What follows belongs to an exercise in optimizing a design on an open flow for small area and a short achievable clock period; a production flow would make more cautious choices.
Function was checked by simulation only, so behaviour that the tests miss may differ from the original.
Power is estimated from default activity; no workload was simulated.

### flow/design.v
`default_nettype none
package cpu_pkg;
	localparam int word_width = 16;
	localparam int reg_count = 4;
	localparam int reg_addr_width = 2;
	localparam int dmem_depth = 16;
	localparam int dmem_addr_width = 4;
	localparam logic [3:0] op_adi = 4'd4;
	localparam logic [3:0] op_ori = 4'd5;
	localparam logic [3:0] op_lhi = 4'd6;
	localparam logic [3:0] op_lwd = 4'd7;
	localparam logic [3:0] op_swd = 4'd8;
	localparam logic [3:0] op_rtype = 4'd15;
	localparam logic [5:0] fn_add = 6'd0;
	localparam logic [5:0] fn_sub = 6'd1;
	localparam logic [5:0] fn_and = 6'd2;
	localparam logic [5:0] fn_orr = 6'd3;
	localparam logic [5:0] fn_not = 6'd4;
	localparam logic [5:0] fn_tcp = 6'd5;
	localparam logic [5:0] fn_shl = 6'd6;
	localparam logic [5:0] fn_shr = 6'd7;
	localparam logic [5:0] fn_wwd = 6'd28;
	localparam logic [5:0] fn_hlt = 6'd29;
	typedef struct packed {
		logic inv;
		logic s_sum;
		logic s_or;
		logic s_and;
		logic s_shr;
		logic s_mem;
		logic wr;
		logic sw;
		logic wwd;
		logic hlt;
	} ctrl_t;
endpackage
`default_nettype wire
`default_nettype none
module control (
	input  logic              [15:0] inst,
	input  logic                     ex_wr,
	input  logic              [1:0]  ex_dest,
	output cpu_pkg::ctrl_t           ctrl,
	output logic              [1:0]  dest,
	output logic              [1:0]  b_reg,
	output logic                     a_rd,
	output logic                     b_rd,
	output logic              [15:0] imm,
	output logic                     fwd_a,
	output logic                     fwd_b
);
	logic [1:0] rs;
	logic [1:0] rt;
	logic       a_use;
	logic       b_use;
	logic       a_hit;
	logic       b_hit;
	logic       imm_lo;
	logic       imm_sx;
	logic       imm_hi;
	assign rs = inst[11:10];
	assign rt = inst[9:8];
	always_comb begin
		ctrl = '0;
		a_use = 1'b1;
		b_use = 1'b0;
		b_reg = rt;
		imm_lo = 1'b0;
		imm_sx = 1'b0;
		imm_hi = 1'b0;
		case (inst[15:12])
			cpu_pkg::op_adi: begin
				imm_lo = 1'b1;
				imm_sx = 1'b1;
				ctrl.s_sum = 1'b1;
				ctrl.wr = 1'b1;
			end
			cpu_pkg::op_ori: begin
				imm_lo = 1'b1;
				ctrl.s_or = 1'b1;
				ctrl.wr = 1'b1;
			end
			cpu_pkg::op_lhi: begin
				imm_hi = 1'b1;
				ctrl.s_sum = 1'b1;
				ctrl.wr = 1'b1;
				a_use = 1'b0;
			end
			cpu_pkg::op_lwd: begin
				ctrl.s_mem = 1'b1;
				ctrl.wr = 1'b1;
			end
			cpu_pkg::op_swd: begin
				ctrl.sw = 1'b1;
				b_use = 1'b1;
			end
			cpu_pkg::op_rtype: begin
				b_use = 1'b1;
				ctrl.wr = 1'b1;
				case (inst[5:0])
					cpu_pkg::fn_add: ctrl.s_sum = 1'b1;
					cpu_pkg::fn_sub: begin
						ctrl.inv = 1'b1;
						ctrl.s_sum = 1'b1;
					end
					cpu_pkg::fn_and: ctrl.s_and = 1'b1;
					cpu_pkg::fn_orr: ctrl.s_or = 1'b1;
					cpu_pkg::fn_not: begin
						ctrl.inv = 1'b1;
						ctrl.s_or = 1'b1;
						a_use = 1'b0;
						b_reg = rs;
					end
					cpu_pkg::fn_tcp: begin
						ctrl.inv = 1'b1;
						ctrl.s_sum = 1'b1;
						a_use = 1'b0;
						b_reg = rs;
					end
					cpu_pkg::fn_shl: begin
						ctrl.s_sum = 1'b1;
						b_reg = rs;
					end
					cpu_pkg::fn_shr: ctrl.s_shr = 1'b1;
					cpu_pkg::fn_wwd: begin
						ctrl.wr = 1'b0;
						ctrl.wwd = 1'b1;
						ctrl.s_sum = 1'b1;
						b_use = 1'b0;
					end
					cpu_pkg::fn_hlt: begin
						ctrl.wr = 1'b0;
						ctrl.hlt = 1'b1;
						a_use = 1'b0;
						b_use = 1'b0;
					end
					default: begin
						ctrl.wr = 1'b0;
						a_use = 1'b0;
						b_use = 1'b0;
					end
				endcase
			end
			default: begin
				a_use = 1'b0;
			end
		endcase
	end
	assign imm[7:0] = imm_lo ? inst[7:0] : 8'd0;
	assign imm[15:8] = imm_hi ? inst[7:0] : {8{imm_sx && inst[7]}};
	assign a_hit = ex_wr && ex_dest == rs;
	assign b_hit = ex_wr && ex_dest == b_reg;
	assign fwd_a = a_use && a_hit;
	assign fwd_b = b_use && b_hit;
	assign a_rd = a_use && !a_hit;
	assign b_rd = b_use && !b_hit;
	assign dest = (inst[15:12] == cpu_pkg::op_rtype) ? inst[7:6] : inst[9:8];
endmodule
`default_nettype wire
`default_nettype none
module reg_file (
	input  logic        clk,
	input  logic        rst,
	input  logic [1:0]  rs,
	input  logic [1:0]  b_reg,
	input  logic        a_rd,
	input  logic        b_rd,
	input  logic [15:0] imm,
	output logic [15:0] rs_data,
	output logic [15:0] rt_data,
	input  logic [3:0]  off,
	input  logic        we_next,
	input  logic [1:0]  wr_addr_next,
	input  logic [15:0] ex_result,
	output logic [15:0] line,
	input  logic        we,
	input  logic [1:0]  wr_addr,
	input  logic [15:0] wr_data
);
	logic [15:0] regs [4];
	logic [15:0] rd_a;
	logic [15:0] rd_b;
	logic [3:0]  reg_addr;
	logic [3:0]  fwd_addr;
	logic [3:0]  addr;
	always_ff @(posedge clk) begin
		for (int i = 0; i < 4; i++) begin
			if (rst || (we && wr_addr == 2'(i))) begin
				regs[i] <= rst ? '0 : wr_data;
			end
		end
	end
	assign rd_a = (we && wr_addr == rs) ? wr_data : regs[rs];
	assign rd_b = (we && wr_addr == b_reg) ? wr_data : regs[b_reg];
	assign rs_data = a_rd ? rd_a : '0;
	assign rt_data = b_rd ? rd_b : imm;
	assign reg_addr = rd_a[3:0] + off;
	assign fwd_addr = ex_result[3:0] + off;
	assign addr = (we_next && wr_addr_next == rs) ? fwd_addr : reg_addr;
	assign line = 16'd1 << addr;
endmodule
`default_nettype wire
`default_nettype none
module id_ex_reg (
	input  logic                     clk,
	input  logic                     rst,
	input  logic                     inst_valid,
	input  cpu_pkg::ctrl_t           dec_ctrl,
	input  logic              [1:0]  dec_dest,
	input  logic              [15:0] dec_op_a,
	input  logic              [15:0] dec_op_b,
	input  logic                     dec_fwd_a,
	input  logic                     dec_fwd_b,
	input  logic              [15:0] dec_line,
	output cpu_pkg::ctrl_t           ex_ctrl,
	output logic              [15:0] ex_op_a,
	output logic              [15:0] ex_op_b,
	output logic                     ex_fwd_a,
	output logic                     ex_fwd_b,
	output logic              [1:0]  ex_dest,
	output logic              [15:0] ex_line
);
	always_ff @(posedge clk) begin
		if (rst || !inst_valid) begin
			ex_ctrl <= '0;
		end else begin
			ex_ctrl <= dec_ctrl;
		end
	end
	always_ff @(posedge clk) begin
		ex_op_a <= dec_op_a;
		ex_op_b <= dec_op_b;
		ex_fwd_a <= dec_fwd_a;
		ex_fwd_b <= dec_fwd_b;
		ex_dest <= dec_dest;
		ex_line <= dec_line;
	end
endmodule
`default_nettype wire
`default_nettype none
module execute_stage (
	input  logic                     clk,
	input  logic                     rst,
	input  cpu_pkg::ctrl_t           ex_ctrl,
	input  logic              [1:0]  ex_dest,
	input  logic              [15:0] ex_op_a,
	input  logic              [15:0] ex_op_b,
	input  logic                     ex_fwd_a,
	input  logic                     ex_fwd_b,
	input  logic              [15:0] ex_line,
	output logic                     ex_wr,
	output logic              [15:0] ex_result,
	output logic                     wb_valid,
	output logic              [1:0]  wb_reg,
	output logic              [15:0] wb_data,
	output logic                     out_valid,
	output logic              [15:0] out_data,
	output logic                     halted
);
	logic        halted_q;
	logic        wb_valid_q;
	logic        out_valid_q;
	logic [1:0]  wb_reg_q;
	logic [15:0] wb_data_q;
	logic        live;
	logic [15:0] a;
	logic [15:0] b;
	logic [15:0] bx;
	logic [16:0] sum_c;
	logic [15:0] sum;
	logic [15:0] mem_rdata;
	logic [15:0] result;
	logic [15:0] dmem [16];
	assign live = !halted_q;
	assign a = ({16{ex_fwd_a}} & wb_data_q) | ex_op_a;
	assign b = ({16{ex_fwd_b}} & wb_data_q) | ex_op_b;
	assign bx = ex_ctrl.inv ? ~b : b;
	assign sum_c = {a, 1'b1} + {bx, ex_ctrl.inv};
	assign sum = sum_c[16:1];
	always_comb begin
		mem_rdata = '0;
		for (int i = 0; i < 16; i++) begin
			mem_rdata = mem_rdata | ({16{ex_line[i]}} & dmem[i]);
		end
	end
	assign result = ({16{ex_ctrl.s_sum}} & sum) |
		({16{ex_ctrl.s_or}} & (a | bx)) |
		({16{ex_ctrl.s_and}} & (a & b)) |
		({16{ex_ctrl.s_shr}} & {a[15], a[15:1]}) |
		({16{ex_ctrl.s_mem}} & mem_rdata);
	assign ex_wr = live && ex_ctrl.wr;
	assign ex_result = result;
	always_ff @(posedge clk) begin
		for (int i = 0; i < 16; i++) begin
			if (rst || (live && ex_ctrl.sw && ex_line[i])) begin
				dmem[i] <= rst ? '0 : b;
			end
		end
	end
	always_ff @(posedge clk) begin
		if (rst) begin
			wb_valid_q <= 1'b0;
			out_valid_q <= 1'b0;
			halted_q <= 1'b0;
		end else begin
			wb_valid_q <= ex_wr;
			out_valid_q <= live && ex_ctrl.wwd;
			halted_q <= halted_q || (live && ex_ctrl.hlt);
		end
	end
	always_ff @(posedge clk) begin
		wb_reg_q <= ex_dest;
		wb_data_q <= result;
	end
	assign wb_valid = wb_valid_q;
	assign wb_reg = wb_reg_q;
	assign wb_data = wb_data_q;
	assign out_valid = out_valid_q;
	assign out_data = wb_data_q;
	assign halted = halted_q;
endmodule
`default_nettype wire
`default_nettype none
module cpu_top (
	input  logic                               clk,
	input  logic                               rst,
	input  logic                               inst_valid,
	input  logic [cpu_pkg::word_width-1:0]     inst,
	output logic                               wb_valid,
	output logic [cpu_pkg::reg_addr_width-1:0] wb_reg,
	output logic [cpu_pkg::word_width-1:0]     wb_data,
	output logic                               out_valid,
	output logic [cpu_pkg::word_width-1:0]     out_data,
	output logic                               halted
);
	cpu_pkg::ctrl_t dec_ctrl;
	cpu_pkg::ctrl_t ex_ctrl;
	logic [1:0]  dec_dest;
	logic [1:0]  dec_b_reg;
	logic        dec_a_rd;
	logic        dec_b_rd;
	logic [15:0] dec_imm;
	logic        dec_fwd_a;
	logic        dec_fwd_b;
	logic [15:0] dec_op_a;
	logic [15:0] dec_op_b;
	logic [15:0] dec_line;
	logic [15:0] ex_op_a;
	logic [15:0] ex_op_b;
	logic        ex_fwd_a;
	logic        ex_fwd_b;
	logic [1:0]  ex_dest;
	logic [15:0] ex_line;
	logic        ex_wr;
	logic [15:0] ex_result;
	control u_control (
		.inst    (inst),
		.ex_wr   (ex_wr),
		.ex_dest (ex_dest),
		.ctrl    (dec_ctrl),
		.dest    (dec_dest),
		.b_reg   (dec_b_reg),
		.a_rd    (dec_a_rd),
		.b_rd    (dec_b_rd),
		.imm     (dec_imm),
		.fwd_a   (dec_fwd_a),
		.fwd_b   (dec_fwd_b)
	);
	reg_file u_reg_file (
		.clk          (clk),
		.rst          (rst),
		.rs           (inst[11:10]),
		.b_reg        (dec_b_reg),
		.a_rd         (dec_a_rd),
		.b_rd         (dec_b_rd),
		.imm          (dec_imm),
		.rs_data      (dec_op_a),
		.rt_data      (dec_op_b),
		.off          (inst[3:0]),
		.we_next      (ex_wr),
		.wr_addr_next (ex_dest),
		.ex_result    (ex_result),
		.line         (dec_line),
		.we           (wb_valid),
		.wr_addr      (wb_reg),
		.wr_data      (wb_data)
	);
	id_ex_reg u_id_ex_reg (
		.clk        (clk),
		.rst        (rst),
		.inst_valid (inst_valid),
		.dec_ctrl   (dec_ctrl),
		.dec_dest   (dec_dest),
		.dec_op_a   (dec_op_a),
		.dec_op_b   (dec_op_b),
		.dec_fwd_a  (dec_fwd_a),
		.dec_fwd_b  (dec_fwd_b),
		.dec_line   (dec_line),
		.ex_ctrl    (ex_ctrl),
		.ex_op_a    (ex_op_a),
		.ex_op_b    (ex_op_b),
		.ex_fwd_a   (ex_fwd_a),
		.ex_fwd_b   (ex_fwd_b),
		.ex_dest    (ex_dest),
		.ex_line    (ex_line)
	);
	execute_stage u_execute_stage (
		.clk       (clk),
		.rst       (rst),
		.ex_ctrl   (ex_ctrl),
		.ex_dest   (ex_dest),
		.ex_op_a   (ex_op_a),
		.ex_op_b   (ex_op_b),
		.ex_fwd_a  (ex_fwd_a),
		.ex_fwd_b  (ex_fwd_b),
		.ex_line   (ex_line),
		.ex_wr     (ex_wr),
		.ex_result (ex_result),
		.wb_valid  (wb_valid),
		.wb_reg    (wb_reg),
		.wb_data   (wb_data),
		.out_valid (out_valid),
		.out_data  (out_data),
		.halted    (halted)
	);
endmodule
`default_nettype wire
### flow/constraint.sdc
create_clock -name core_clock -period 5.5 [get_ports {clk}]
set_input_delay 1.1000 -clock core_clock [delete_from_list [all_inputs] [get_ports {clk}]]
set_output_delay 1.1000 -clock core_clock [all_outputs]
set_load 0.01 [all_outputs]
### flow/config.mk
export PLATFORM = sky130hd
export DESIGN_NAME = cpu_top
export DESIGN_NICKNAME = cpu_top
export VERILOG_FILES = /design/flow/design.v
export SDC_FILE = /design/flow/constraint.sdc
export NUM_CORES = 4
export LEC_CHECK = 0
export CAP_MARGIN = 20
export CORE_MARGIN = 2
export CORE_UTILIZATION = 65
export PLACE_DENSITY = 0.75
export SETUP_SLACK_MARGIN = 2.75
export SLEW_MARGIN = 20
### flow/standard.sh
#!/bin/bash
# synth_recipe.tcl (not shown) runs the flow's synth.tcl, then flattens the netlist and writes it again
# the make line also repeats each setting of config.mk as NAME=value (left out here)
make -C /OpenROAD-flow-scripts/flow DESIGN_CONFIG=/design/flow/config.mk WORK_HOME=/design/flow/orfs CLKGATE_MAP_FILE= SYNTH_SCRIPT=/design/flow/synth_recipe.tcl "${@:-finish}"
### flow/flow/synth_custom.tcl
# The standard synthesis script (synth_recipe.tcl), with one change:
# the ABC mapping step uses flow/abc.script in place of ORFS's speed script.
# Registers are mapped before ABC runs, so they are the same as the
# standard synthesis's.
proc synth {args} { yosys synth -nofsm -noshare {*}$args }
proc abc {args} {
  set i [lsearch -exact $args -script]
  if {$i >= 0} { lset args [expr {$i + 1}] $::env(CUSTOM_ABC_SCRIPT) }
  yosys abc {*}$args
}
source $::env(SCRIPTS_DIR)/synth.tcl
# left out here: clear keep_hierarchy, flatten, clean up, hide names made inside functions, write 1_2_yosys.v
### flow/flow/run.sh
#!/bin/bash
export CUSTOM_ABC_SCRIPT=$PWD/flow/abc.script
bash standard.sh ADDER_MAP_FILE= "BUFFER_PORTS_ARGS=-buffer_cell sky130_fd_sc_hd__buf_4" "CTS_ARGS=-sink_clustering_enable -repair_clock_nets -buf_list sky130_fd_sc_hd__clkbuf_8 -sink_clustering_size 20 -sink_clustering_max_diameter 50 -dont_use_dummy_load" SYNTH_SCRIPT=$PWD/flow/synth_custom.tcl finish > standard.log 2>&1
### flow/flow/abc.script
&get -n
&st
&dch
&nf -R 20
&put
buffer -c
topo
stime -c
upsize -c
dnsize -c
==> results of run 1 <==
-- stage by stage --
| step | power [mW] | instances |
|---|---|---|
| 3_5_place_dp | 4.13 | 1577 |
| 6_report | 5.65 | 1671 |
| 3_3_place_gp | 4.11 | 1577 |
| 4_1_cts | 5.60 | 1642 |
| 2_1_floorplan | 3.92 | 1278 |
| 5_1_grt | 5.82 | 1671 |
-- power by group through the flow --
stage          sequential (mW)  clock, mW  combinational [mW]
3_3_place_gp              3.61          0               0.495
3_5_place_dp              3.62          0               0.505
4_1_cts                   3.54       1.50               0.569
5_1_grt                   3.55       1.60               0.661
6_report                  3.54       1.49               0.619
2_1_floorplan             3.53          0               0.386
-- state kept, by name, summed over array words and instances (netlist names), 2 cells and up --
name	count
u_execute_stage.dmem	256
u_execute_stage.wb_data_q	16
u_execute_stage.wb_reg_q	2
u_id_ex_reg.ex_ctrl	10
u_id_ex_reg.ex_dest	2
u_id_ex_reg.ex_line	16
u_id_ex_reg.ex_op_a	16
u_id_ex_reg.ex_op_b	16
u_reg_file.regs	64
-- how the worst min path moves through the flow --
stage,from,endpoint,slack (ns),depth (start not counted)
after floorplan,u_id_ex_reg.ex_dest[0],u_execute_stage.wb_reg_q[0],0.37,0
after global placement,u_id_ex_reg.ex_dest[0],u_execute_stage.wb_reg_q[0],0.39,0
after detailed placement,u_id_ex_reg.ex_dest[0],u_execute_stage.wb_reg_q[0],0.38,0
after CTS,u_id_ex_reg.ex_dest[0],u_execute_stage.wb_reg_q[0],0.39,0
after global routing,u_id_ex_reg.ex_dest[0],u_execute_stage.wb_reg_q[0],0.40,0
final,u_id_ex_reg.ex_dest[0],u_execute_stage.wb_reg_q[0],0.40,0
-- timing repair --
action	in CTS	in global routing
gates cloned	2	2
pin swaps	21	36
buffers inserted	26	26
resized for setup	77	67
setup endpoints to repair	43	38
-- cells in the mapped netlist (24+ instances only) --
| cell type | number | area [um2] |
|---|---|---|
| a21o_1 | 34 | 255 |
| a21oi_1 | 50 | 250 |
| a222oi_1 | 67 | 671 |
| a22oi_1 | 63 | 473 |
| clkbuf_1 | 63 | 236 |
| dfxtp_1 | 83 | 1660 |
| edfxtp_1 | 320 | 9610 |
| nand2_1 | 143 | 537 |
| nand3_1 | 33 | 165 |
| nor2_1 | 93 | 349 |
| nor2b_1 | 24 | 150 |
| o21ai_0 | 69 | 345 |
| xnor2_1 | 34 | 298 |
-- per-layer routing --
| layer | track usage, % | vias up |
|---|---|---|
| met2 | 52.5 | 660 |
| met1 | 42.6 | 5577 |
| met4 | 11.6 | 0 |
| li1 | - | 4990 |
| met5 | 0 | - |
| met3 | 4.02 | 122 |
-- layout make-up --
cell class,instances,area (um2)
Sequential cell,403,11300
Fill cell,1634,6500
Multi-Input combinational cell,770,5340
Timing Repair Buffer,122,988
Clock buffer,37,509
Tap cell,330,413
Inverter,9,33.8
-- kinds of logic after synthesis --
family                     Yosys count
xor gates and xnor gates            56
DFF                                403
AOI/OAI and AO/OA                  349
buffers and inverters              108
adders and majority gates            1
and+or+nand+nor                    357
muxes                                4
==> out/results.ini, run 1 <==
[logic_synthesis]
synth-xor-area-share_pct = 3.43
synthMuxAreaShare_pct = 0.301
synth_seq_cells = 403
synthSimpleGateAreaFrac_pct = 9.87
synth.avg_cell_area_um2 = 13.0
synth.distinct_cells = 63
synth-warning-count = 6
synth-adder-area-share_pct = 0.0829
synth_top_family_by_area = compound AO/OA/AOI/OAI gates
synth_area_um2 = 16600
synthArstFlopShare_pct = 0
syn-num-nets = 1297
netlist_instances = 1278
seq_area_frac_synth_pct = 67.9
synth_edf_count = 320
synth-compound-area-share_pct = 15.4
synth_ff_type = edfxtp_1

[job]
drv_cap = 0

[setup_path]
crit_path_end = u_id_ex_reg.ex_line[15]
rr_worst_depth = 11
regToRegEndpoint = u_id_ex_reg.ex_line[15]
r2r_slack_ns = 2.71
start_kind = primary input
cp-startpoint = inst[10]
cp_slowest_cell = buf_6
path_cells = buf_4, xnor2_2, nand3_4, buf_6, nand4_1, o21ai_0, nand2_1, o21a_2, xor2_2, xor2_1, buf_4, nand2_1, nor2_1
cp.arrival_ns = 3.27
critical_path_depth = 13
crit_family = XOR/XNOR gates
required_ns = 5.96
end_kind = flip-flop
critPathBufInv = 3
r2r-start = u_id_ex_reg.ex_line[1]
crit_type = in -> reg
max_stage_delay_ns = 0.25
critPathMaxFanout = 18

[timing]
fin_skew_ns = 0.0736
setup_tns_ns = 0
fin_hold_ws_ns = 0.398
layout_worst_path_cycle_share_pct = 51.2
tightest_slew_ns = 1.07
slew_headroom_pct = 28.6
period_minus_slack_ns = 2.82
fmax_mhz = 355
finalMaxSlewViolations = 0
finalHoldViolCount = 0
rsz0062_at_grt = true
finalWorstSetupSlack_ns = 2.68
setup_viol = 0

[cells_and_area]
layout-drive-gt1-share_pct = 20.9
n_antenna_cell = 0
stdcell_area_um2 = 18600
nNetsFinal = 1362
area_growth_pct = 12.0
final_common_cell = edfxtp_1
finish.utilization_pct = 74.1
layout_common_cells = edfxtp_1, nand2_1, buf_4, nor2_1, a222oi_1

[power]
combPwrFrac_pct = 11.0
power.share.switching_pct = 24.6
p_int_mw = 4.26
power_frac_clock_pct = 26.4
seqPwrFrac_pct = 62.7
cellPowerDensity_nw_per_um2 = 304
p_leak_nw = 6.84
p_sw_mw = 1.39
vdd_ir_drop_max_uv = 267

[global_route]
grtUsageTotal_pct = 31.4
grt_max_degree = 58
antenna_found_initial = 0
grt_pass1_vias = 10636
grt_pass1_wl_um = 62400
overflow = 0

[clocking]
htree_levels = 2
cts_buffer_depth = 3
path_clk_slew_ns = 0.07
cts.root.buffer_cell = clkbuf_8
cts_buffers = 37
cts_tree = yes
cts_hold_buf = 0
clock_latency_ns = 0.57
clock-sinks = 403

[placed_design]
port_buffers = 55
place_ws_ns = 1.58
dp_hpwl_um = 25500
placed_area_um2 = 17100
place_congestion = 0.882

[route]
met2WireLength_um = 20900
wl_per_cell_um = 25.8
dr.max_layer_used = met4
vias_per_cell = 6.79
route.met3.wl_um = 3540
num_vias = 11349
drt_iter0_markers = 1864
m1WireLength_um = 17000
remaining_drc_errors = 0
wirelength_um = 43000
drt_first_pass_iters = 6
drt.antenna.violating_nets = 0

[die]
row_count = 58
die_w_um = 164
start_util_pct = 66.1
fp.coreArea_um2 = 25100
io_pins = 56
die_h_um = 164
dieArea_um2 = 26800

[worst_hold_path]
hold_path.class = reg -> reg

[run_status]
status = no timing/DRC/antenna violations

==> run 2, diff against run 1 <==
--- a/flow/config.mk
+++ b/flow/config.mk
@@ -11,3 +11,3 @@
 export PLACE_DENSITY = 0.75
-export SETUP_SLACK_MARGIN = 2.75
+export SETUP_SLACK_MARGIN = 2.6
 export SLEW_MARGIN = 20
==> out/results.ini, run 2 <==
[power]
cellPowerDensity_nw_per_um2 = 309
p_leak_nw = 6.52
p_total_mw = 5.57
vdd_ir_drop_max_uv = 286

[die]
start_util_pct = 66.1
dieArea_um2 = 26800
row_count = 58
die_h_um = 164
io_pins = 56
fp.coreArea_um2 = 25100
die_w_um = 164

[logic_synthesis]
synthArstFlopShare_pct = 0
synth_area_um2 = 16600
synthSimpleGateAreaFrac_pct = 9.87
netlist_instances = 1278
yosysTopAreaCellShare_pct = 57.9
synth.distinct_cells = 63
synth_seq_cells = 403
syn-num-nets = 1297
synth.avg_cell_area_um2 = 13.0
seq_area_frac_synth_pct = 67.9
synth-warning-count = 6
synthMuxAreaShare_pct = 0.301
synth.area.top_cells = edfxtp_1, dfxtp_1, a222oi_1
synth-adder-area-share_pct = 0.0829
synth_ff_type = edfxtp_1
ys_top_cells_by_count = edfxtp_1, nand2_1, nor2_1
synth_top_family_by_area = compound AO/OA/AOI/OAI gates
yosysTopAreaCell = edfxtp_1
synth-compound-area-share_pct = 15.4
synth_edf_count = 320
synth-xor-area-share_pct = 3.43
yosysMostFrequentCell = edfxtp_1

[run_status]
status = no timing/DRC/antenna violations

[clocking]
cts_hold_buf = 0
htree_levels = 2
cts_buffer_depth = 3
path_clk_slew_ns = 0.07
cts_tree = yes
cts_buffers = 35
cts.root.buffer_cell = clkbuf_8
clock-sinks = 403
clock_latency_ns = 0.57

[global_route]
antenna_found_initial = 0
grt_pass1_wl_um = 60600
grt_max_degree = 58
grtUsageTotal_pct = 30.5
overflow = 0
grt_pass1_vias = 10416

[timing]
fin_hold_ws_ns = 0.411
layout_worst_path_cycle_share_pct = 52.4
period_minus_slack_ns = 2.88
setup_tns_ns = 0
rsz0062_at_grt = true
slew_headroom_pct = 27.8
fin_skew_ns = 0.0718
fmax_mhz = 347
finalHoldViolCount = 0
setup_viol = 0
tightest_slew_ns = 1.08
finalMaxSlewViolations = 0

[worst_hold_path]
hold_path.class = reg -> reg

[cells_and_area]
area_growth_pct = 8.51
largest_reg_flops = 256
nNetsFinal = 1325
final_common_cell = edfxtp_1
layout_common_cells = edfxtp_1, nand2_1, nor2_1, buf_4, a222oi_1
regMostFlops = u_execute_stage.dmem
n_antenna_cell = 0
layout-drive-gt1-share_pct = 16.0
nFillCells = 1707
largest_registers = u_execute_stage.dmem x256, u_reg_file.regs x64

[setup_path]
start_kind = primary input
crit_type = in -> reg
end_kind = flip-flop
cp.arrival_ns = 3.30
required_ns = 5.92
critPathMaxFanout = 16

[route]
wl_per_cell_um = 25.1
remaining_drc_errors = 0
drt_iter0_markers = 1636
drt.antenna.violating_nets = 0
num_vias = 11031
drt_first_pass_iters = 8
wirelength_um = 41000
vias_per_cell = 6.75

[placed_design]
dp_hpwl_um = 25400
place_congestion = 0.909
port_buffers = 55

[job]
drv_cap = 0

## run 2: cell counts after synthesis
No cell type changed its count.
## run 2: per-layer routing
metal / vias up / wire length (um) / share of wire (%) / global-route usage, %
met5: - / 0 / 0 / 0
met4: 0 / 1320 / 3.2 / 11.4
met3: 94 / 3560 / 8.7 / 4.60
met2: 638 / 20100 / 49 / 51.3
met1: 5390 / 16100 / 39 / 40.6
li1: 4909 / - / - / -
## run 2: critical path: stages
cell and delay, ns:
buf_4 0.15, xnor2_1 0.20, nand3_2 0.14, buf_12 0.19, o21ai_1 0.25, nand2_2 0.12, o21ai_4 0.10, xnor2_4 0.18
o21ai_4 0.11, maj3_4 0.40, xnor2_4 0.27, nor2_1 0.08
## run 2: worst paths after layout
check        cells after the start  slack [ns]                     endpoint                   start
max                             12        2.62      u_id_ex_reg.ex_line[14]                inst[11]
min                              0        0.41  u_execute_stage.wb_reg_q[0]  u_id_ex_reg.ex_dest[0]
max reg2reg                     11        2.65      u_id_ex_reg.ex_line[14]  u_id_ex_reg.ex_line[2]
min reg2reg                      0        0.41  u_execute_stage.wb_reg_q[0]  u_id_ex_reg.ex_dest[0]
## run 2: layout make-up
type / instances / area (um2) / share of cell area, %
sequential: 403 / 11300 / 62.9
multi-input combinational: 767 / 5040 / 28.0
timing repair buffer: 90 / 724 / 4.02
clock buffer: 35 / 482 / 2.67
tap: 330 / 413 / 2.29
inverter: 9 / 33.8 / 0.187
## run 2: kinds of logic (layout without fill, tap and decap cells)
group                    count (synthesis)  count (layout)
AND/OR/NAND/NOR                        357             357
buffers and inverters                  108             134
XOR/XNOR                                56              56
flip-flops                             403             403
AO/OA/AOI/OAI                          349             349
adder cells (fa/ha/maj)                  1               1
multiplexers                             4               4
## run 2: per-stage QoR
stage               cell area [um2]  util [%]  cells  worst slack [ns]
finish                        18000      71.8   1634              2.62
global route                  18000      71.8   1634              2.51
CTS                           17600      70.2   1611              2.56
detailed placement            17100      67.9   1575              1.61
global placement              17100      67.9   1575              1.75
floorplan                     16600         -   1278              2.39
## run 2: power by group
part / internal [mW] / switching (mW) / total, mW
combinational: 0.200 / 0.373 / 0.573
sequential: 3.43 / 0.103 / 3.53
clock: 0.571 / 0.889 / 1.46
## run 2: timing repair
| item | 4_1_cts | 5_1_grt |
|---|---|---|
| cloned | 0 | 1 |
| pin swaps | 5 | 18 |
| endpoints found under the setup margin | 41 | 36 |
| endpoints found under the hold margin | 0 | 0 |
| gates resized for setup | 33 | 46 |
| setup buffers | 1 | 21 |
==> run 3, diff against run 2 <==
==> flow/flow/abc.script (replaced) <==
&get -n
&st
&dch
&nf -R 30
&put
buffer -c
topo
stime -c
upsize -c
dnsize -c
==> out/results.ini, run 3 <==
[logic_synthesis]
synth.avg_cell_area_um2 = 13.0
yosysTopAreaCellShare_pct = 58.2
synth_top_family_by_area = compound AO/OA/AOI/OAI gates
yosysMostFrequentCell = edfxtp_1
synth_area_um2 = 16500
synth.area.top_cells = edfxtp_1, dfxtp_1, a222oi_1
synth-adder-area-share_pct = 0.0834
synth-compound-area-share_pct = 15.3
syn-num-nets = 1291
ys_top_cells_by_count = edfxtp_1, nand2_1, nor2_1
seq_area_frac_synth_pct = 68.3
synth-warning-count = 6
synth_edf_count = 320
synth-xor-area-share_pct = 2.99
synthSimpleGateAreaFrac_pct = 10.1
synthMuxAreaShare_pct = 0.364
netlist_instances = 1272
synth_ff_type = edfxtp_1
synth.distinct_cells = 67
synthArstFlopShare_pct = 0
synth_seq_cells = 403
yosysTopAreaCell = edfxtp_1

[clocking]
cts_buffers = 35
clock-sinks = 403
cts_tree = yes
cts.root.buffer_cell = clkbuf_8
htree_levels = 2
clock_latency_ns = 0.59
path_clk_slew_ns = 0.08
cts_buffer_depth = 3

[cells_and_area]
largest_registers = u_execute_stage.dmem x256, u_reg_file.regs x64
seqCellArea_um2 = 11300
area_growth_pct = 11.9
nFillCells = 1631
final_common_cell = edfxtp_1
layout_common_cells = edfxtp_1, nand2_1, buf_4, nor2_1, a222oi_1
fin_cells = 1664
layout-drive-gt1-share_pct = 20.6
largest_reg_flops = 256
multiInputGateArea_um2 = 5200
regMostFlops = u_execute_stage.dmem
nNetsFinal = 1355
n_antenna_cell = 0

[run_status]
status = no timing/DRC/antenna violations

[power]
combPwrFrac_pct = 11.0
p_int_mw = 4.23
power.share.switching_pct = 24.8
p_leak_nw = 6.73
vdd_ir_drop_max_uv = 253
seqPwrFrac_pct = 63.1
power_frac_clock_pct = 25.9
p_sw_mw = 1.39
cellPowerDensity_nw_per_um2 = 304

[die]
io_pins = 56
row_count = 58
dieArea_um2 = 26700
die_w_um = 163
start_util_pct = 65.9
die_h_um = 163
fp.coreArea_um2 = 25000

[timing]
fin_skew_ns = 0.0929
slew_headroom_pct = 29.9
rsz0062_at_grt = true
period_minus_slack_ns = 2.98
layout_worst_path_cycle_share_pct = 54.2
setup_viol = 0
fmax_mhz = 336
finalHoldViolCount = 0
setup_tns_ns = 0
tightest_slew_ns = 1.05
finalMaxSlewViolations = 0

[route]
vias_per_cell = 6.82
remaining_drc_errors = 0
wirelength_um = 43100
drt_iter0_markers = 1907
num_vias = 11354
drt_first_pass_iters = 8
drt.antenna.violating_nets = 0
wl_per_cell_um = 25.9

[global_route]
grtUsageTotal_pct = 31.3
antenna_found_initial = 1
grt_pass1_vias = 10861
overflow = 0
grt_pass1_wl_um = 62500
grt_max_degree = 58

[setup_path]
end_kind = flip-flop
start_kind = primary input
crit_type = in -> reg
required_ns = 5.88
cp.arrival_ns = 3.36
critPathMaxFanout = 8

[placed_design]
dp_cells = 1571
port_buffers = 55
place_congestion = 0.873
dp_hpwl_um = 25500

[worst_hold_path]
hold_path.class = reg -> reg

[job]
drv_cap = 0

==> run 3: changes by cell type in the layout (fill, tap and decap cells not counted), sizes merged, moves of 4 or more <==
cell   change
buf       +34
or2        +5
and2       +4
nor2       -4
xnor2      -4
==> run 3: repair_timing <==
item                       CTS  global route
setup endpoints to repair   41            37
setup buffers               20            33
resized for setup           44            82
cloned                       0             4
pin swaps                   13            39
hold buffers                 0             0
==> run 3: cell type report <==
type	count	share of cell area (%)
sequential	403	61.2
multi-input combinational	766	28.2
timing repair buffer	123	5.60
clock buffer	35	2.61
tap	330	2.24
inverter	7	0.142
==> run 3: metrics by stage <==
stage | util, % | total power, mW | setup slack (ns) | hold WS, ns | instance area, um2
floorplan | - | 3.92 | 2.37 | 0.373 | 16600
finish | 73.8 | 5.62 | 2.52 | 0.369 | 18500
CTS | 71.1 | 5.55 | 2.54 | 0.366 | 17800
global placement | 68.0 | 4.11 | 1.60 | 0.392 | 17000
detailed placement | 68.0 | 4.13 | 1.36 | 0.384 | 17000
global route | 73.8 | 5.77 | 2.38 | 0.385 | 18500
==> run 3: logic make-up (layout without fill, tap and decap cells) <==
logic type | count (synthesis) | count (layout)
AO/OA/AOI/OAI | 345 | 345
XOR/XNOR | 50 | 50
adder cells (fa/ha/maj) | 1 | 1
buffers and inverters | 106 | 165
flip-flops | 403 | 403
multiplexers | 5 | 5
AND/OR/NAND/NOR | 362 | 365
==> run 3: critical path, stage by stage <==
cell and delay (ns):
buf_8 0.08, nand4_1 0.19, nor4_4 0.42, nand3_2 0.21
mux2i_4 0.28, xnor2_2 0.41, and3_4 0.35, a31oi_1 0.06
a21oi_1 0.16, o21ai_2 0.08
==> run 3: metal layers <==
metal	vias up	track usage (%)	wire, um	share of wire [%]
li1	4972	-	-	-
met5	-	0	0	0
met3	149	4.34	3910	9.1
met4	0	13.7	2020	4.7
met1	5520	40.6	15900	37
met2	713	53.3	21200	49
==> run 3: final timing paths <==
check | startpoint | end | slack [ns] | depth (start not counted)
max reg2reg | u_id_ex_reg.ex_line[2] | u_id_ex_reg.ex_line[13] | 2.53 | 12
min reg2reg | u_id_ex_reg.ex_dest[1] | u_execute_stage.wb_reg_q[1] | 0.37 | 0
max | inst[13] | u_id_ex_reg.ex_op_b[12] | 2.52 | 10
min | u_id_ex_reg.ex_dest[1] | u_execute_stage.wb_reg_q[1] | 0.37 | 0
==> run 3: power groups by stage <==
stage	sequential, mW	combinational [mW]	clock [mW]
finish	3.54	0.615	1.46
global route	3.55	0.655	1.57
CTS	3.54	0.544	1.47
detailed placement	3.61	0.515	0
global placement	3.61	0.505	0
floorplan	3.53	0.390	0
==> run 4, diff against run 3 <==
--- a/flow/config.mk
+++ b/flow/config.mk
@@ -10,2 +10,5 @@
 export CORE_UTILIZATION = 65
+export CTS_BUF_LIST = sky130_fd_sc_hd__clkbuf_8
+export CTS_CLUSTER_DIAMETER = 50
+export CTS_CLUSTER_SIZE = 20
 export PLACE_DENSITY = 0.75
==> out/results.ini, run 4 <==
[run_status]
status = no timing/DRC/antenna violations

[global_route]
overflow = 0
antenna_found_initial = 1
grt_max_degree = 58
grtUsageTotal_pct = 31.3
grt_pass1_wl_um = 62500
grt_pass1_vias = 10861

[logic_synthesis]
yosysMostFrequentCell = edfxtp_1
synth_area_um2 = 16500
synth.distinct_cells = 67
synth.area.top_cells = edfxtp_1, dfxtp_1, a222oi_1
netlist_instances = 1272
synth_ff_type = edfxtp_1
ys_top_cells_by_count = edfxtp_1, nand2_1, nor2_1
synth-warning-count = 6
synth_seq_cells = 403
seq_area_frac_synth_pct = 68.3
synthArstFlopShare_pct = 0
synth_edf_count = 320
yosysTopAreaCellShare_pct = 58.2
syn-num-nets = 1291
synth.avg_cell_area_um2 = 13.0
yosysTopAreaCell = edfxtp_1

[timing]
period_minus_slack_ns = 2.98
layout_worst_path_cycle_share_pct = 54.2
setup_viol = 0
fmax_mhz = 336
setup_tns_ns = 0
rsz0062_at_grt = true
slew_headroom_pct = 29.9
finalHoldViolCount = 0
finalMaxSlewViolations = 0
fin_skew_ns = 0.0929
tightest_slew_ns = 1.05

[cells_and_area]
largest_reg_flops = 256
final_common_cell = edfxtp_1
nFillCells = 1631
layout_common_cells = edfxtp_1, nand2_1, buf_4, nor2_1, a222oi_1
nNetsFinal = 1355
n_antenna_cell = 0
area_growth_pct = 11.9
largest_registers = u_execute_stage.dmem x256, u_reg_file.regs x64
regMostFlops = u_execute_stage.dmem
layout-drive-gt1-share_pct = 20.6

[clocking]
cts.root.buffer_cell = clkbuf_8
clock-sinks = 403
path_clk_slew_ns = 0.08
htree_levels = 2
cts_buffers = 35
cts_tree = yes
cts_buffer_depth = 3
clock_latency_ns = 0.59
cts_hold_buf = 0

[setup_path]
cp-startpoint = inst[13]
cp.arrival_ns = 3.36
critPathMaxFanout = 8
cp_slowest_cell = nor4_4
crit_family = simple AND/OR/NAND/NOR gates
required_ns = 5.88
end_kind = flip-flop
r2r-start = u_id_ex_reg.ex_line[2]
start_kind = primary input
critPathBufInv = 1
path_cells = buf_8, nand4_1, nor4_4, nand3_2, mux2i_4, xnor2_2, and3_4, a31oi_1, a21oi_1, o21ai_2
crit_type = in -> reg
max_stage_delay_ns = 0.42

[die]
start_util_pct = 65.9
die_h_um = 163
dieArea_um2 = 26700
die_w_um = 163
row_count = 58
io_pins = 56
fp.coreArea_um2 = 25000

[route]
wl_per_cell_um = 25.9
drt_iter0_markers = 1907
route.met3.wl_um = 3910
met2WireLength_um = 21200
dr.max_layer_used = met4
remaining_drc_errors = 0
m1WireLength_um = 15900
vias_per_cell = 6.82
wirelength_um = 43100
num_vias = 11354
drt.antenna.violating_nets = 0
drt_first_pass_iters = 8

[placed_design]
port_buffers = 55
place_congestion = 0.873
dp_hpwl_um = 25500

[worst_hold_path]
min_from = u_id_ex_reg.ex_dest[1]
hold_path.class = reg -> reg

[power]
p_total_mw = 5.62
p_leak_nw = 6.73
vdd_ir_drop_max_uv = 253
cellPowerDensity_nw_per_um2 = 304

[job]
drv_cap = 0

-- run 4: cell counts after synthesis --
Identical to the previous run, type by type.
-- run 4: what timing repair did --
action                                  CTS  global route
endpoints found under the setup margin   41            37
pin swaps                                13            39
cloned                                    0             4
buffers inserted                         20            33
gates resized for setup                  44            82
-- run 4: cells by family (layout without fill, tap and decap cells) --
kind of cell,count (synthesis),after routing,share of synthesized area [%]
muxes,5,5,0.364
and+or+nand+nor,362,365,10.1
DFF,403,403,68.3
AOI/OAI and AO/OA,345,345,15.3
xor gates and xnor gates,50,50,2.99
adders and majority gates,1,1,0.0834
buffers and inverters,106,165,2.86
-- run 4: final cells by class --
| cell class | instances | area (um2) | area share, % |
|---|---|---|---|
| sequential | 403 | 11300 | 61.2 |
| multi-input combinational | 766 | 5200 | 28.2 |
| timing repair buffer | 123 | 1030 | 5.60 |
| clock buffer | 35 | 482 | 2.61 |
| tap | 330 | 413 | 2.24 |
| inverter | 7 | 26.3 | 0.142 |
-- run 4: path summary, 6_finish.rpt --
| kind | endpoint | slack [ns] | depth (start not counted) |
|---|---|---|---|
| worst min register to register | u_execute_stage.wb_reg_q[1] | 0.37 | 0 |
| worst max-delay path | u_id_ex_reg.ex_op_b[12] | 2.52 | 10 |
| worst min-delay path | u_execute_stage.wb_reg_q[1] | 0.37 | 0 |
| worst max register to register | u_id_ex_reg.ex_line[13] | 2.53 | 12 |
-- run 4: worst register-to-register path, stage by stage, from the launching register on --
cell	delay [ns]
dfxtp_1	0.34
buf_8	0.12
a222oi_1	0.47
nand4_1	0.24
o21ai_2	0.22
nand4_1	0.17
o21ai_2	0.23
xnor2_2	0.11
inv_2	0.09
o21ai_4	0.06
maj3_4	0.40
xnor2_4	0.32
nor2_1	0.10
-- run 4: power breakdown --
part	total, mW	switching (mW)	internal (mW)
Combinational	0.615	0.390	0.225
Clock	1.46	0.886	0.571
Sequential	3.54	0.114	3.43
-- run 4: metal layers --
layer / vias up / global-route usage [%]
met5: - / 0
met4: 0 / 13.7
met3: 149 / 4.34
met2: 713 / 53.3
met1: 5520 / 40.6
li1: 4972 / -
-- run 4: through the flow --
stage / utilization, % / hold slack (ns) / instance area (um2) / cells / setup slack [ns]
floorplan: - / 0.373 / 16600 / 1272 / 2.37
global placement: 68.0 / 0.392 / 17000 / 1571 / 1.60
detailed placement: 68.0 / 0.384 / 17000 / 1571 / 1.36
CTS: 71.1 / 0.366 / 17800 / 1626 / 2.54
global route: 73.8 / 0.385 / 18500 / 1664 / 2.38
finish: 73.8 / 0.369 / 18500 / 1664 / 2.52
==> run 5, diff against run 4 <==
--- a/flow/config.mk
+++ b/flow/config.mk
@@ -14,3 +14,3 @@
 export PLACE_DENSITY = 0.75
-export SETUP_SLACK_MARGIN = 2.6
+export SETUP_SLACK_MARGIN = 2.9
 export SLEW_MARGIN = 20
==> out/results.ini, run 5 <==
[timing]
fin_skew_ns = 0.0717
fmax_mhz = 349
layout_worst_path_cycle_share_pct = 52.1
setup_viol = 0
finalHoldViolCount = 0
finalWorstSetupSlack_ns = 2.64
rsz0062_at_grt = true
slew_headroom_pct = 26.6
tightest_slew_ns = 1.10
finalMaxSlewViolations = 0
period_minus_slack_ns = 2.86
fin_hold_ws_ns = 0.392
setup_tns_ns = 0

[cells_and_area]
nNetsFinal = 1373
regMostFlops = u_execute_stage.dmem
layout-drive-gt1-share_pct = 22.8
final_common_cell = edfxtp_1
area_growth_pct = 14.2
n_antenna_cell = 0
largest_reg_flops = 256
largest_registers = u_execute_stage.dmem x256, u_reg_file.regs x64
finish.utilization_pct = 75.3
layout_common_cells = edfxtp_1, nand2_1, buf_4, nor2_1, a222oi_1
stdcell_area_um2 = 18800
fin_cells = 1682

[logic_synthesis]
yosysTopAreaCell = edfxtp_1
synth_ff_type = edfxtp_1
seq_area_frac_synth_pct = 68.3
synth_edf_count = 320
synth.distinct_cells = 67
syn-num-nets = 1291
ys_top_cells_by_count = edfxtp_1, nand2_1, nor2_1
synth.area.top_cells = edfxtp_1, dfxtp_1, a222oi_1
synth-warning-count = 6
synth_seq_cells = 403
synth_area_um2 = 16500
yosysTopAreaCellShare_pct = 58.2
synthArstFlopShare_pct = 0
netlist_instances = 1272
yosysMostFrequentCell = edfxtp_1
synth.avg_cell_area_um2 = 13.0

[clocking]
htree_levels = 2
cts_buffer_depth = 3
cts_buffers = 35
clock-sinks = 403
cts.root.buffer_cell = clkbuf_8
cts_tree = yes
clock_latency_ns = 0.56
path_clk_slew_ns = 0.09

[setup_path]
rr_worst_depth = 11
path_cells = a222oi_1, nand4_1, o21ai_2, nand4_1, o21ai_2, xnor2_2, inv_2, o21ai_4, maj3_4, xor2_4, nor2_1
end_kind = flip-flop
r2r-start = u_execute_stage.dmem[0][1]
cp.arrival_ns = 3.28
crit_type = reg -> reg
required_ns = 5.92
critPathMaxFanout = 8
regToRegEndpoint = u_id_ex_reg.ex_line[4]
max_stage_delay_ns = 0.48
cp_slowest_cell = a222oi_1
r2r_slack_ns = 2.64
cp-startpoint = u_execute_stage.dmem[0][1]
crit_path_end = u_id_ex_reg.ex_line[4]
start_kind = flip-flop

[route]
num_vias = 11402
wirelength_um = 43300
vias_per_cell = 6.78
remaining_drc_errors = 0
wl_per_cell_um = 25.8
drt.antenna.violating_nets = 0
drt_iter0_markers = 1795
drt_first_pass_iters = 10

[die]
io_pins = 56
dieArea_um2 = 26700
die_w_um = 163
row_count = 58
start_util_pct = 65.9
fp.coreArea_um2 = 25000
die_h_um = 163

[power]
p_total_mw = 5.62
cellPowerDensity_nw_per_um2 = 298
seqPwrFrac_pct = 63.1
power.share.switching_pct = 24.6
vdd_ir_drop_max_uv = 308
p_int_mw = 4.24
power_frac_clock_pct = 25.9
p_sw_mw = 1.38
p_leak_nw = 6.90
combPwrFrac_pct = 11.1

[placed_design]
dp_cells = 1571
port_buffers = 55
place_ws_ns = 1.44
dp_hpwl_um = 25300
placed_area_um2 = 17000
place_congestion = 0.889

[job]
drv_cap = 0

[worst_hold_path]
hold_path.class = reg -> reg

[global_route]
grt_pass1_vias = 10670
overflow = 0
antenna_found_initial = 0
grtUsageTotal_pct = 31.6
grt_pass1_wl_um = 62500
grt_max_degree = 58

[run_status]
status = no timing/DRC/antenna violations

run 5: cell counts after synthesis:
Identical to the previous run, type by type.
run 5: power groups by stage:
| stage | logic, mW | clock network [mW] | registers, mW |
|---|---|---|---|
| 2_1_floorplan | 0.390 | 0 | 3.53 |
| 3_3_place_gp | 0.490 | 0 | 3.61 |
| 3_5_place_dp | 0.496 | 0 | 3.62 |
| 4_1_cts | 0.576 | 1.46 | 3.54 |
| 5_1_grt | 0.660 | 1.57 | 3.55 |
| 6_report | 0.621 | 1.45 | 3.54 |
run 5: final cells by class:
class	instances	area, um2
clock buffer	35	482
fill	1581	6190
inverter	7	26.3
multi-input combinational	766	5350
sequential	403	11300
tap	330	413
timing repair buffer	141	1260
run 5: how the worst min path moves through the flow:
stage / slack [ns] / cells past startpoint / start / endpoint
after floorplan: 0.37 / 0 / u_id_ex_reg.ex_dest[0] / u_execute_stage.wb_reg_q[0]
after global placement: 0.39 / 0 / u_id_ex_reg.ex_dest[1] / u_execute_stage.wb_reg_q[1]
after detailed placement: 0.39 / 0 / u_id_ex_reg.ex_dest[0] / u_execute_stage.wb_reg_q[0]
after CTS: 0.40 / 0 / u_id_ex_reg.ex_dest[0] / u_execute_stage.wb_reg_q[0]
after global routing: 0.40 / 0 / u_id_ex_reg.ex_dest[0] / u_execute_stage.wb_reg_q[0]
final: 0.39 / 0 / u_id_ex_reg.ex_dest[0] / u_execute_stage.wb_reg_q[0]
run 5: what timing repair did:
action,in CTS,in global routing
resized for setup,102,72
endpoints found under the setup margin,41,53
buffers inserted,47,22
pin swaps,39,72
hold buffers,0,0
hold endpoints to repair,0,0
cloned,6,1
run 5: kinds of logic (layout without fill, tap and decap cells):
logic type | Yosys count | after routing | synth area share [%]
and+or+nand+nor | 362 | 365 | 10.1
DFF | 403 | 403 | 68.3
buffers and inverters | 106 | 183 | 2.86
adders and majority gates | 1 | 1 | 0.0834
muxes | 5 | 5 | 0.364
xor gates and xnor gates | 50 | 50 | 2.99
AOI/OAI and AO/OA | 345 | 345 | 15.3
run 5: worst max-delay path, delay by kind of cell (launching register included):
| family | cells | cell delay (ns) |
|---|---|---|
| compound gates | 4 | 1.12 |
| fa+ha+maj | 1 | 0.26 |
| flops | 1 | 0.37 |
| buf+inv | 1 | 0.07 |
| xor+xnor | 2 | 0.40 |
| simple gates | 3 | 0.50 |
run 5: per-layer routing:
layer | global-route usage (%) | part of all wire, % | up-vias
met4 | 13.0 | 4.5 | 0
met5 | 0 | 0 | -
met2 | 54.2 | 49 | 699
li1 | - | - | 5009
met3 | 4.34 | 8.6 | 142
met1 | 40.8 | 38 | 5552
==> run 6, diff against run 5 <==
==> flow/flow/abc.script (replaced) <==
&get -n
&st
&dch
&nf -R 20
&put
buffer -c
topo
stime -c
upsize -c
dnsize -c
==> out/results.ini, run 6 <==
[logic_synthesis]
syn-num-nets = 1297
synth_seq_cells = 403
synth-xor-area-share_pct = 3.43
synth_ff_type = edfxtp_1
yosysMostFrequentCell = edfxtp_1
synth.avg_cell_area_um2 = 13.0
yosysTopAreaCell = edfxtp_1
synthMuxAreaShare_pct = 0.301
netlist_instances = 1278
synthSimpleGateAreaFrac_pct = 9.87
synth-compound-area-share_pct = 15.4
synth_area_um2 = 16600
synth_top_family_by_area = compound AO/OA/AOI/OAI gates
synth-adder-area-share_pct = 0.0829
synth.distinct_cells = 63
synth.area.top_cells = edfxtp_1, dfxtp_1, a222oi_1
yosysTopAreaCellShare_pct = 57.9
ys_top_cells_by_count = edfxtp_1, nand2_1, nor2_1
synth-warning-count = 6
seq_area_frac_synth_pct = 67.9
synthArstFlopShare_pct = 0
synth_edf_count = 320

[die]
die_h_um = 164
io_pins = 56
fp.coreArea_um2 = 25100
row_count = 58
dieArea_um2 = 26800
start_util_pct = 66.1
die_w_um = 164

[cells_and_area]
multiInputGateArea_um2 = 5410
largest_reg_flops = 256
regMostFlops = u_execute_stage.dmem
stdcell_area_um2 = 18700
seqCellArea_um2 = 11300
final_common_cell = edfxtp_1
area_growth_pct = 12.7
n_antenna_cell = 0
nNetsFinal = 1361
largest_registers = u_execute_stage.dmem x256, u_reg_file.regs x64
nFillCells = 1608
layout-drive-gt1-share_pct = 21.3
layout_common_cells = edfxtp_1, nand2_1, buf_4, nor2_1, a222oi_1

[clocking]
cts_hold_buf = 0
clock_latency_ns = 0.57
path_clk_slew_ns = 0.07
htree_levels = 2
clock-sinks = 403
cts.root.buffer_cell = clkbuf_8
cts_tree = yes
cts_buffers = 36
cts_buffer_depth = 3

[setup_path]
cp-startpoint = u_id_ex_reg.ex_line[2]
regToRegEndpoint = u_id_ex_reg.ex_line[1]
required_ns = 5.93
crit_family = compound AO/OA/AOI/OAI gates
end_kind = flip-flop
r2r_slack_ns = 2.64
critPathBufInv = 0
r2r-start = u_id_ex_reg.ex_line[2]
cpMostUsedCell = o21ai_2
path_cells = a222oi_1, nand4_1, o21ai_2, nand4_2, o21ai_2, xnor2_2, o21ai_4, maj3_4, xor2_4, nor2_1
max_stage_delay_ns = 0.50
start_kind = flip-flop
cp_slowest_cell = a222oi_1
rr_worst_depth = 10
critPathMaxFanout = 17
cp.arrival_ns = 3.28
crit_type = reg -> reg

[timing]
finalHoldViolCount = 0
fin_hold_ws_ns = 0.409
layout_worst_path_cycle_share_pct = 51.9
finalMaxSlewViolations = 0
tightest_slew_ns = 1.02
setup_viol = 0
setup_tns_ns = 0
fmax_mhz = 350
rsz0062_at_grt = true
period_minus_slack_ns = 2.86
slew_headroom_pct = 31.6
fin_skew_ns = 0.0757

[power]
cellPowerDensity_nw_per_um2 = 302
p_leak_nw = 6.84
vdd_ir_drop_max_uv = 298

[worst_hold_path]
min_from = u_id_ex_reg.ex_dest[0]
worstHoldEndpoint = u_execute_stage.wb_reg_q[0]
holdPathStages = 0
hold_path.class = reg -> reg

[route]
remaining_drc_errors = 0
drt_first_pass_iters = 6
num_vias = 11339
drt.antenna.violating_nets = 0
vias_per_cell = 6.79
wl_per_cell_um = 25.8
drt_iter0_markers = 1665
wirelength_um = 43200

[global_route]
grt_max_degree = 58
antenna_found_initial = 0
grt_pass1_vias = 10811
overflow = 0
grt_pass1_wl_um = 63500
grtUsageTotal_pct = 32.0

[placed_design]
placed_area_um2 = 17000
port_buffers = 55
place_congestion = 0.907
dp_hpwl_um = 25600

[job]
drv_cap = 0

[run_status]
status = no timing/DRC/antenna violations

## run 6: cell types whose count changed after synthesis, sizes merged, moves of 4 or more
cell	change
clkbuf	-4
buf	+4
or2	-5
and2	-4
nor2	+4
xnor2	+4
## run 6: how the worst max path moves through the flow
| stage | endpoint | slack, ns | cells after the start |
|---|---|---|---|
| 2_1_floorplan | u_id_ex_reg.ex_line[10] | 2.40 | 11 |
| 3_3_place_gp | u_id_ex_reg.ex_line[3] | 1.77 | 12 |
| 3_5_place_dp | u_id_ex_reg.ex_op_b[12] | 1.63 | 10 |
| 4_1_cts | u_id_ex_reg.ex_line[5] | 2.63 | 10 |
| 5_1_grt | u_id_ex_reg.ex_line[4] | 2.52 | 10 |
| 6_report | u_id_ex_reg.ex_line[1] | 2.64 | 10 |
## run 6: power breakdown
group / switching (mW) / leakage [nW] / internal (mW)
logic: 0.369 / 2.59 / 0.227
registers: 0.132 / 3.99 / 3.43
clock network: 0.900 / 0.259 / 0.587
## run 6: final cells by class
cell class                 instances  share of cell area, %
multi-input combinational        770                   28.9
inverter                           9                  0.180
timing repair buffer             122                   5.66
clock buffer                      36                   2.65
sequential                       403                   60.4
tap                              330                   2.21
## run 6: kinds of logic after synthesis
group | Yosys count
and+or+nand+nor | 357
xor gates and xnor gates | 56
buffers and inverters | 108
adders and majority gates | 1
muxes | 4
AOI/OAI and AO/OA | 349
DFF | 403
## run 6: timing repair
item | in CTS | in global routing
buffers inserted | 25 | 26
gates resized for setup | 106 | 79
pin swaps | 24 | 59
cloned | 7 | 0
setup endpoints to repair | 43 | 52
## run 6: stage by stage
step           instances  worst slack [ns]  util (%)  total power [mW]
2_1_floorplan       1278              2.40         -              3.92
4_1_cts             1642              2.63      72.4              5.60
6_report            1670              2.64      74.6              5.65
5_1_grt             1670              2.52      74.6              5.81
3_5_place_dp        1574              1.63      67.9              4.12
3_3_place_gp        1574              1.77      67.9              4.10
## run 6: worst register-to-register path: stages (launching register included)
cell and delay [ns]:
dfxtp_4 0.42, a222oi_1 0.51, nand4_1 0.26, o21ai_2 0.23, nand4_2 0.12, o21ai_2 0.20, xnor2_2 0.17, o21ai_4 0.08
maj3_4 0.40, xor2_4 0.27, nor2_1 0.08
## run 6: per-layer routing
metal | GRT usage, % | up-vias | share of wire [%]
met3 | 5.86 | 155 | 9.0
li1 | - | 4992 | -
met1 | 42.5 | 5476 | 39
met2 | 52.4 | 716 | 48
met4 | 13.8 | 0 | 4.6
met5 | 0 | - | 0
==> run 7, diff against run 6 <==
==> flow/flow/abc.script (replaced) <==
&get -n
&st
&dch
&nf -R 30
&put
buffer -c
topo
stime -c
upsize -c
dnsize -c
--- a/flow/config.mk
+++ b/flow/config.mk
@@ -14,3 +14,3 @@
 export PLACE_DENSITY = 0.75
-export SETUP_SLACK_MARGIN = 2.9
+export SETUP_SLACK_MARGIN = 3.1
 export SLEW_MARGIN = 20
==> out/results.ini, run 7 <==
[timing]
tightest_slew_ns = 1.07
slew_headroom_pct = 28.2
finalHoldViolCount = 0
rsz0062_at_grt = true
setup_viol = 0
fin_hold_ws_ns = 0.397
period_minus_slack_ns = 2.89
fmax_mhz = 346
finalMaxSlewViolations = 0
setup_tns_ns = 0
layout_worst_path_cycle_share_pct = 52.5
fin_skew_ns = 0.108

[logic_synthesis]
ys_top_cells_by_count = edfxtp_1, nand2_1, nor2_1
synth.avg_cell_area_um2 = 13.0
synth-warning-count = 6
synth_area_um2 = 16500
synth_ff_type = edfxtp_1
synth_seq_cells = 403
syn-num-nets = 1291
seq_area_frac_synth_pct = 68.3
yosysTopAreaCellShare_pct = 58.2
yosysTopAreaCell = edfxtp_1
netlist_instances = 1272
synth.distinct_cells = 67
yosysMostFrequentCell = edfxtp_1
synth.area.top_cells = edfxtp_1, dfxtp_1, a222oi_1
synthArstFlopShare_pct = 0
synth_edf_count = 320

[global_route]
globalRouteMet2Util_pct = 52.8
grt_max_degree = 58
grt.met3_usage_pct = 4.77
grtUsageTotal_pct = 32.5
overflow = 0
gr-usage-met1_pct = 44.1
grt_pass1_wl_um = 64300
antenna_found_initial = 1
grt.busiest_layer = met2
grt_pass1_vias = 10906

[run_status]
status = no timing/DRC/antenna violations

[clocking]
cts_buffer_depth = 3
htree_levels = 2
clock-sinks = 403
cts.root.buffer_cell = clkbuf_8
cts_hold_buf = 0
cts_buffers = 37
clock_latency_ns = 0.60
path_clk_slew_ns = 0.09
cts_tree = yes

[route]
drt_first_pass_iters = 7
wirelength_um = 43400
drt_iter0_markers = 2062
wl_per_cell_um = 25.7
drt.antenna.violating_nets = 0
vias_per_cell = 6.83
remaining_drc_errors = 0
num_vias = 11539

[placed_design]
dp_cells = 1567
port_buffers = 55
place_congestion = 0.920
placed_area_um2 = 17100
dp_hpwl_um = 25600

[cells_and_area]
final_common_cell = edfxtp_1
seqCellArea_um2 = 11300
n_antenna_cell = 0
nFillCells = 1557
multiInputGateArea_um2 = 5360
regMostFlops = u_execute_stage.dmem
largest_reg_flops = 256
fin_cells = 1689
layout-drive-gt1-share_pct = 24.3
nNetsFinal = 1380
layout_common_cells = edfxtp_1, nand2_1, buf_4, nor2_1, a222oi_1
area_growth_pct = 14.5
largest_registers = u_execute_stage.dmem x256, u_reg_file.regs x64
stdcell_area_um2 = 18900

[setup_path]
required_ns = 5.93
cp-startpoint = u_execute_stage.dmem[0][1]
start_kind = flip-flop
crit_path_end = u_id_ex_reg.ex_line[11]
crit_type = reg -> reg
end_kind = flip-flop
r2r-start = u_execute_stage.dmem[0][1]
regToRegEndpoint = u_id_ex_reg.ex_line[11]
critPathMaxFanout = 8
cp.arrival_ns = 3.32
r2r_slack_ns = 2.61
rr_worst_depth = 11

[power]
vdd_ir_drop_max_uv = 260
cellPowerDensity_nw_per_um2 = 300
p_leak_nw = 6.87

[die]
dieArea_um2 = 26700
row_count = 58
start_util_pct = 65.9
io_pins = 56
fp.coreArea_um2 = 25000
die_w_um = 163
die_h_um = 163

[job]
drv_cap = 0

[worst_hold_path]
hold_path.class = reg -> reg

## run 7: cell count changes after synthesis, sizes merged, moves of 3 or more
cell | previous run | this run
xor2 | 18 | 15
clkbuf | 65 | 69
a21o | 34 | 31
or2 | 3 | 8
buf | 34 | 30
and2 | 6 | 10
a22oi | 63 | 60
xnor2 | 38 | 34
nor2 | 93 | 89
## run 7: logic make-up after synthesis
group                      count (synthesis)  synth area share, %
muxes                                      5                0.364
adders and majority gates                  1               0.0834
AOI/OAI and AO/OA                        345                 15.3
DFF                                      403                 68.3
buffers and inverters                    106                 2.86
and+or+nand+nor                          362                 10.1
xor gates and xnor gates                  50                 2.99
## run 7: how the worst min path moves through the flow
stage	startpoint	endpoint	cells after the start
after global routing	u_id_ex_reg.ex_dest[0]	u_execute_stage.wb_reg_q[0]	0
after detailed placement	u_id_ex_reg.ex_dest[0]	u_execute_stage.wb_reg_q[0]	0
after CTS	u_id_ex_reg.ex_dest[0]	u_execute_stage.wb_reg_q[0]	0
final	u_id_ex_reg.ex_dest[0]	u_execute_stage.wb_reg_q[0]	0
after floorplan	u_id_ex_reg.ex_dest[0]	u_execute_stage.wb_reg_q[0]	0
after global placement	u_id_ex_reg.ex_dest[0]	u_execute_stage.wb_reg_q[0]	0
## run 7: report_power, final
group	switching, mW	total [mW]	internal, mW
registers	0.117	3.55	3.43
logic	0.386	0.624	0.238
clock network	0.902	1.50	0.602
total	1.40	5.68	4.27
## run 7: layout make-up
type	count	share of cell area (%)
sequential	403	59.9
clock buffer	37	2.69
multi-input combinational	767	28.4
timing repair buffer	145	6.68
tap	330	2.18
inverter	7	0.139
## run 7: metal layers
| metal | wire, um | vias to the layer above |
|---|---|---|
| met2 | 20700 | 793 |
| met4 | 2240 | 0 |
| met5 | 0 | - |
| li1 | - | 5023 |
| met3 | 4120 | 144 |
| met1 | 16400 | 5579 |
## run 7: critical path, stage by stage (launching register included)
cell and delay (ns):
edfxtp_1 0.37, a222oi_1 0.59, nand4_1 0.25, o21ai_2 0.21, nand4_1 0.14, o21ai_2 0.20
xnor2_2 0.10, inv_2 0.08, o21ai_4 0.06, maj3_4 0.39, xnor2_4 0.28, nor2_1 0.07
## run 7: what timing repair did
action | CTS | global route
gates cloned | 5 | 2
gates resized for setup | 103 | 44
buffers inserted | 54 | 24
endpoints found under the setup margin | 45 | 59
pin swaps | 47 | 41
## run 7: through the flow
step                setup WS (ns)  power [mW]  util [%]
floorplan                    2.37        3.93         -
global placement             1.59        4.11      68.4
detailed placement           1.44        4.12      68.4
CTS                          2.48        5.62      73.9
global route                 2.52        5.82      75.5
finish                       2.61        5.68      75.5
==> run 8, diff against run 7 <==
==> flow/flow/abc.script (replaced) <==
&get -n
&st
&dch
&nf -R 20
&put
buffer -c
topo
stime -c
upsize -c
dnsize -c
--- a/flow/config.mk
+++ b/flow/config.mk
@@ -10,7 +10,4 @@
 export CORE_UTILIZATION = 65
-export CTS_BUF_LIST = sky130_fd_sc_hd__clkbuf_8
-export CTS_CLUSTER_DIAMETER = 50
-export CTS_CLUSTER_SIZE = 20
 export PLACE_DENSITY = 0.75
-export SETUP_SLACK_MARGIN = 3.1
+export SETUP_SLACK_MARGIN = 2.45
 export SLEW_MARGIN = 20
==> out/results.ini, run 8 <==
[logic_synthesis]
synth.area.top_cells = edfxtp_1, dfxtp_1, a222oi_1
syn-num-nets = 1297
yosysTopAreaCell = edfxtp_1
synth_seq_cells = 403
seq_area_frac_synth_pct = 67.9
ys_top_cells_by_count = edfxtp_1, nand2_1, nor2_1
synth_area_um2 = 16600
synth_ff_type = edfxtp_1
synth-warning-count = 6
synth_edf_count = 320
netlist_instances = 1278
synth.distinct_cells = 63
synth.avg_cell_area_um2 = 13.0

[worst_hold_path]
hold_path.class = reg -> reg
min_from = u_id_ex_reg.ex_dest[0]
worstHoldEndpoint = u_execute_stage.wb_reg_q[0]
holdPathStages = 0

[route]
remaining_drc_errors = 0
wirelength_um = 41000
wl_per_cell_um = 25.2
drt_first_pass_iters = 9
vias_per_cell = 6.74
num_vias = 10967
drt.antenna.violating_nets = 0

[setup_path]
max_stage_delay_ns = 0.40
critPathMaxFanout = 16
crit_type = in -> reg
end_kind = flip-flop
regToRegEndpoint = u_id_ex_reg.ex_line[13]
cp.arrival_ns = 3.50
start_kind = primary input
path_cells = buf_4, nor2b_1, buf_4, a22oi_1, nand4_1, o21ai_1, nand2_1, o21ai_1, nand2b_1, o21ai_4, maj3_4, xnor2_4, buf_12, nor2_1
required_ns = 5.95

[run_status]
status = no timing/DRC/antenna violations

[timing]
finalMaxSlewViolations = 0
fmax_mhz = 328
fin_hold_ws_ns = 0.394
rsz0062_at_grt = true
finalWorstSetupSlack_ns = 2.45
tightest_slew_ns = 1.10
finalHoldViolCount = 0
slew_headroom_pct = 26.2

[cells_and_area]
final_common_cell = edfxtp_1
n_antenna_cell = 0
area_growth_pct = 7.35
regMostFlops = u_execute_stage.dmem
nNetsFinal = 1317
layout_common_cells = edfxtp_1, nand2_1, nor2_1, buf_4, a222oi_1
fin_cells = 1626
largest_registers = u_execute_stage.dmem x256, u_reg_file.regs x64

[die]
io_pins = 56
die_h_um = 164
die_w_um = 164
dieArea_um2 = 26800
fp.coreArea_um2 = 25100

[power]
vdd_ir_drop_max_uv = 255
p_leak_nw = 6.43

[global_route]
antenna_found_initial = 1
grt_pass1_vias = 10225
grtUsageTotal_pct = 30.3
grt_pass1_wl_um = 60400
overflow = 0

[clocking]
cts_buffer_depth = 3
clock-sinks = 403
clock_latency_ns = 0.57
cts_tree = yes
cts_hold_buf = 0
htree_levels = 2

[placed_design]
port_buffers = 55
dp_hpwl_um = 25500
place_congestion = 0.933

[run 8: cell families (layout without fill, tap and decap cells)]
| family | count (synthesis) | in the layout | share of synthesized area, % |
|---|---|---|---|
| flops | 403 | 403 | 67.9 |
| compound gates | 349 | 349 | 15.4 |
| xor+xnor | 56 | 56 | 3.43 |
| simple gates | 357 | 357 | 9.87 |
| buf+inv | 108 | 126 | 3.01 |
| mux | 4 | 4 | 0.301 |
| fa+ha+maj | 1 | 1 | 0.0829 |
[run 8: cell type report]
type                            instances  area, um2
Clock buffer                           36        495
Fill cell                            1720       7280
Inverter                                9       33.8
Multi-Input combinational cell        767       4950
Sequential cell                       403      11300
Tap cell                              330        413
Timing Repair Buffer                   81        624
[run 8: worst max path at each step]
| stage | start | end | slack [ns] | depth (start not counted) |
|---|---|---|---|---|
| finish | inst[11] | u_id_ex_reg.ex_line[13] | 2.45 | 14 |
| global route | inst[11] | u_id_ex_reg.ex_line[10] | 2.33 | 14 |
| CTS | u_id_ex_reg.ex_line[10] | u_id_ex_reg.ex_line[15] | 2.46 | 11 |
| detailed placement | inst[13] | u_id_ex_reg.ex_op_b[3] | 1.66 | 10 |
| global placement | inst[10] | u_id_ex_reg.ex_line[2] | 1.73 | 12 |
| floorplan | inst[3] | u_id_ex_reg.ex_op_b[1] | 2.39 | 11 |
[run 8: per-layer routing]
layer	vias to the layer above	share of wire, %	wire length (um)	GRT usage [%]
li1	4885	-	-	-
met4	0	3.7	1540	11.4
met3	108	8.1	3310	4.62
met2	557	49	20000	50.6
met1	5417	40	16200	40.6
met5	-	0	0	0
[run 8: timing repair]
item | 4_1_cts | 5_1_grt
setup endpoints to repair | 39 | 35
pin swaps | 6 | 10
buffers inserted | 3 | 11
resized for setup | 20 | 28
[run 8: worst max-delay path: cells and delay by family]
| family | cells | cell delay (ns) |
|---|---|---|
| compound gates | 4 | 0.65 |
| xor+xnor | 1 | 0.21 |
| fa+ha+maj | 1 | 0.40 |
| buf+inv | 3 | 0.50 |
| simple gates | 5 | 0.64 |
[run 8: power breakdown]
part | switching (mW) | total, mW | leakage (nW) | internal [mW]
Sequential | 0.124 | 3.56 | 3.99 | 3.43
Combinational | 0.350 | 0.544 | 2.18 | 0.193
Clock | 0.886 | 1.47 | 0.259 | 0.587
Total | 1.36 | 5.57 | 6.43 | 4.21
[run 8: per-stage QoR]
| step | utilization (%) | cell area, um2 | total power [mW] |
|---|---|---|---|
| after floorplan | - | 16600 | 3.92 |
| after global placement | 67.9 | 17100 | 4.10 |
| after detailed placement | 67.9 | 17100 | 4.12 |
| after CTS | 70.1 | 17600 | 5.55 |
| after global routing | 71.0 | 17800 | 5.74 |
| final | 71.0 | 17800 | 5.57 |

Setup slack of run 8, layout unchanged: 2.451 ns with ideal ports, 2.456 ns with driving cells assumed (clock clkbuf_16, inputs buf_2), 1.898 ns with port delays also shifted by the 0.575 ns mid clock arrival.
